This design comes from an exercise in tuning for small area, a short achievable clock period and few clock cycles on the open sky130 flow, not from production work.
The RTL was checked by simulation tests, not by an equivalence proof against the original design.
Power is estimated from default activity; no workload was simulated.

## run A
## edit_distance_engine_unit
module edit_distance_engine_unit (
  input  logic              clk,
  input  logic              rst,
  input  logic              in_valid,
  output logic              in_ready,
  input  logic [FUNC_W-1:0] in_func,
  input  logic [CHAR_W-1:0] in_char_code,
  output logic              out_valid,
  input  logic              out_ready,
  output logic [OUT_W-1:0]  out_distance,
  output logic [OUT_W-1:0]  out_ref_length,
  output logic [OUT_W-1:0]  out_typed_length,
  output logic              out_error
);
  localparam int N   = MAX_LEN;
  localparam int NS  = 4;             
  localparam int SW  = N / NS;        
  localparam int L   = NS + 1;        
  localparam int R_W = 2 * LEN_W + 1;
  localparam int Q_W = R_W + LEN_W;
  logic             rdy;
  logic             acc;
  logic [LEN_W-1:0] ref_count;
  logic [LEN_W-1:0] typed_count;
  logic             error_flag;
  logic             ref_ok, typ_ok, fin_in, err_in;
  assign in_ready = rdy;
  assign acc      = in_valid && rdy;
  assign ref_ok   = acc && (in_func == FN_REF) && (typed_count == '0) && (ref_count != MAX_CNT);
  assign typ_ok   = acc && (in_func == FN_TYPED) && (typed_count != MAX_CNT);
  ...
For scale: ~2,900 cells after synthesis, ~870 flip-flops, about 36,000 µm² of cells after synthesis.
make LEC_CHECK=0 ABC_CLOCK_PERIOD_IN_PS=2000 CAP_MARGIN=20 CORE_MARGIN=2 CORE_UTILIZATION=40 SETUP_SLACK_MARGIN=3.8 SLEW_MARGIN=20 finish   # period 6.0 ns
run.sh (not shown) runs the stock make flow with config.mk's settings and CLKGATE_MAP_FILE= SYNTH_SCRIPT=/design/flow/synth_recipe.tcl, a recipe that flattens the netlist after the stock synthesis.
Looking at the reports, run A completed the entire flow and the layout it produced met the timing, DRC and antenna checks.
Testbench counts of run A, summed over its fixed seeds: cycles 28,719.
Modified inputs, run B compared to run A
Settings: SETUP_SLACK_MARGIN changed from 3.8 to 4.2; ABC_CLOCK_PERIOD_IN_PS changed from 2000 to 1500.
## What came out
Between run A and run B, the clock network latency to the later pin of the worst-skew pair does not differ in any meaningful way. Diff run A -> run B: setup fix buffers added after clock tree synthesis grew by 27; post-layout instance count excluding filler cells has increased; final worst setup slack picked up an extra 0.0061 ns. The non-clock buffer contribution to total cell area reported for run B is greater than that of run A by 1.4 points.

* * *

job 3350:
edit_distance_engine_unit, a different RTL version from the one above (not shown whole).
For scale: roughly 3000 cells after synthesis, roughly 870 flip-flops, roughly 38 I/O pins, ~0.036 mm2 of cells after synthesis.
export LEC_CHECK = 0
export ABC_CLOCK_PERIOD_IN_PS = 2000
export CAP_MARGIN = 20
export CORE_MARGIN = 2
export CORE_UTILIZATION = 80
export CTS_BUF_LIST = sky130_fd_sc_hd__clkbuf_16
export CTS_CLUSTER_DIAMETER = 120
export CTS_CLUSTER_SIZE = 30
export SETUP_SLACK_MARGIN = 3.8
export SLEW_MARGIN = 20
create_clock -name core_clock -period 6.0 [get_ports {clk}]
Job 3350 has completed all stages; timing, DRC and antenna checks passed.
Testbench counts of job 3350, summed over its fixed seeds: cycles 28,719.
Relative to job 3350, the following input files were edited for job 6340:
Settings: setting ABC_AREA to 1 for the first time; removing ABC_CLOCK_PERIOD_IN_PS (formerly 2000); changing CORE_UTILIZATION from 80 to 65.
Notes after the runs:
- Re non-filler instance count after layout: job 3350 and job 6340 aren't equal, and the higher value belongs to job 6340.
- Of job 3350 and job 6340, job 6340 shows the lower worst slack at placement, with job 3350 above it.
- Post-route core utilization (lower): job 6340
- Comparing power density of the placed cells for job 3350 and job 6340, the smaller number came from job 6340.
- Going from job 3350 to job 6340, area growth from synthesis to layout ~0 delta; post-CTS repair timing setup buffer count -15; finished layout cell area +about 3.2%; count of non-CTS buffers in the layout -15%; met2 layer usage reported by global route -13 points.
Modified inputs, job 9653 compared to job 6340
Settings: ABC_AREA: 1 -> unset; CORE_UTILIZATION: 65 -> 40; ABC_CLOCK_PERIOD_IN_PS: unset -> 2000.
==> results.txt <==
Compared with job 6340, job 9653 shows a via count of the first global-routing pass that is 1822 lower.
Compared with job 6340, job 9653 ends up with less cell area.
Lower routed wire length goes to job 9653 over job 6340.
Job 9653 ends up with higher post-CTS resize count than job 6340 does.
Job 9653 finished every step from synthesis to the final layout, and the layout passed the timing, DRC and antenna checks.
Sort job 6340 and job 9653 by logic gate share of total power desc -> top: job 6340
Final cycle utilization of the critical path in job 9653 is 0.82 points higher than in job 6340
Highest achievable clock rate, job 6340 and job 9653: larger value in job 6340
What job 1822 does differently from job 9653 at the input level:
Settings: a change of CTS_CLUSTER_SIZE from 30 to 24; a change of CTS_CLUSTER_DIAMETER from 120 to 100.
==> results.txt <==
Minimum clock period (job 1822 over job 9653): increase, 0.013 ns. | met3 global-route usage | higher: job 1822 |. Relative to job 9653, layout overhead on the synthesized area increased by 0.92 points in job 1822. Going from job 9653 to job 1822, maximum achievable frequency shrinks by 0.54%. Compared with job 9653, job 1822 shows a hold slack that is 0.0032 ns lower.

[separate check: timing with driven ports]
In the flow no input, the clock included, has a driving cell. The finished layouts below were timed again as built, in two steps. Step 1 sets driving cells, clkbuf_16 on the clock port and buf_2 on the other inputs (assumed; they add their load-dependent delay and slew). Step 2 also shifts input and output timing later by t, the mid clock arrival at the registers, as if the neighbouring blocks saw the same clock. a / b / c = ideal ports / drivers / drivers and shift; a / b = the first two.
| run | t (ns) | slack for setup (ns) | hold WS [ns] | worst register clock-pin slew, ns |
|---|---|---|---|---|
| run A | 0.698 | 3.591 / 3.527 / 3.162 | 0.325 / 0.325 / 0.325 | 0.07 / 0.07 |
| run B | 0.705 | 3.598 / 3.533 / 3.196 | 0.326 / 0.326 / 0.326 | 0.07 / 0.07 |
| job 3350 | 0.654 | 3.731 / 3.670 / 3.233 | 0.330 / 0.330 / 0.330 | 0.12 / 0.12 |
| job 6340 | 0.649 | 3.744 / 3.680 / 3.224 | 0.337 / 0.337 / 0.337 | 0.12 / 0.12 |
| job 9653 | 0.642 | 3.695 / 3.627 / 3.231 | 0.338 / 0.338 / 0.338 | 0.12 / 0.12 |
| job 1822 | 0.674 | 3.682 / 3.617 / 3.219 | 0.334 / 0.334 / 0.334 | 0.10 / 0.10 |
After both steps setup and hold are still met in every run listed. The setup slack of job 6340, which loses most, moves by -0.064 ns with the drivers and by -0.520 ns with both steps.
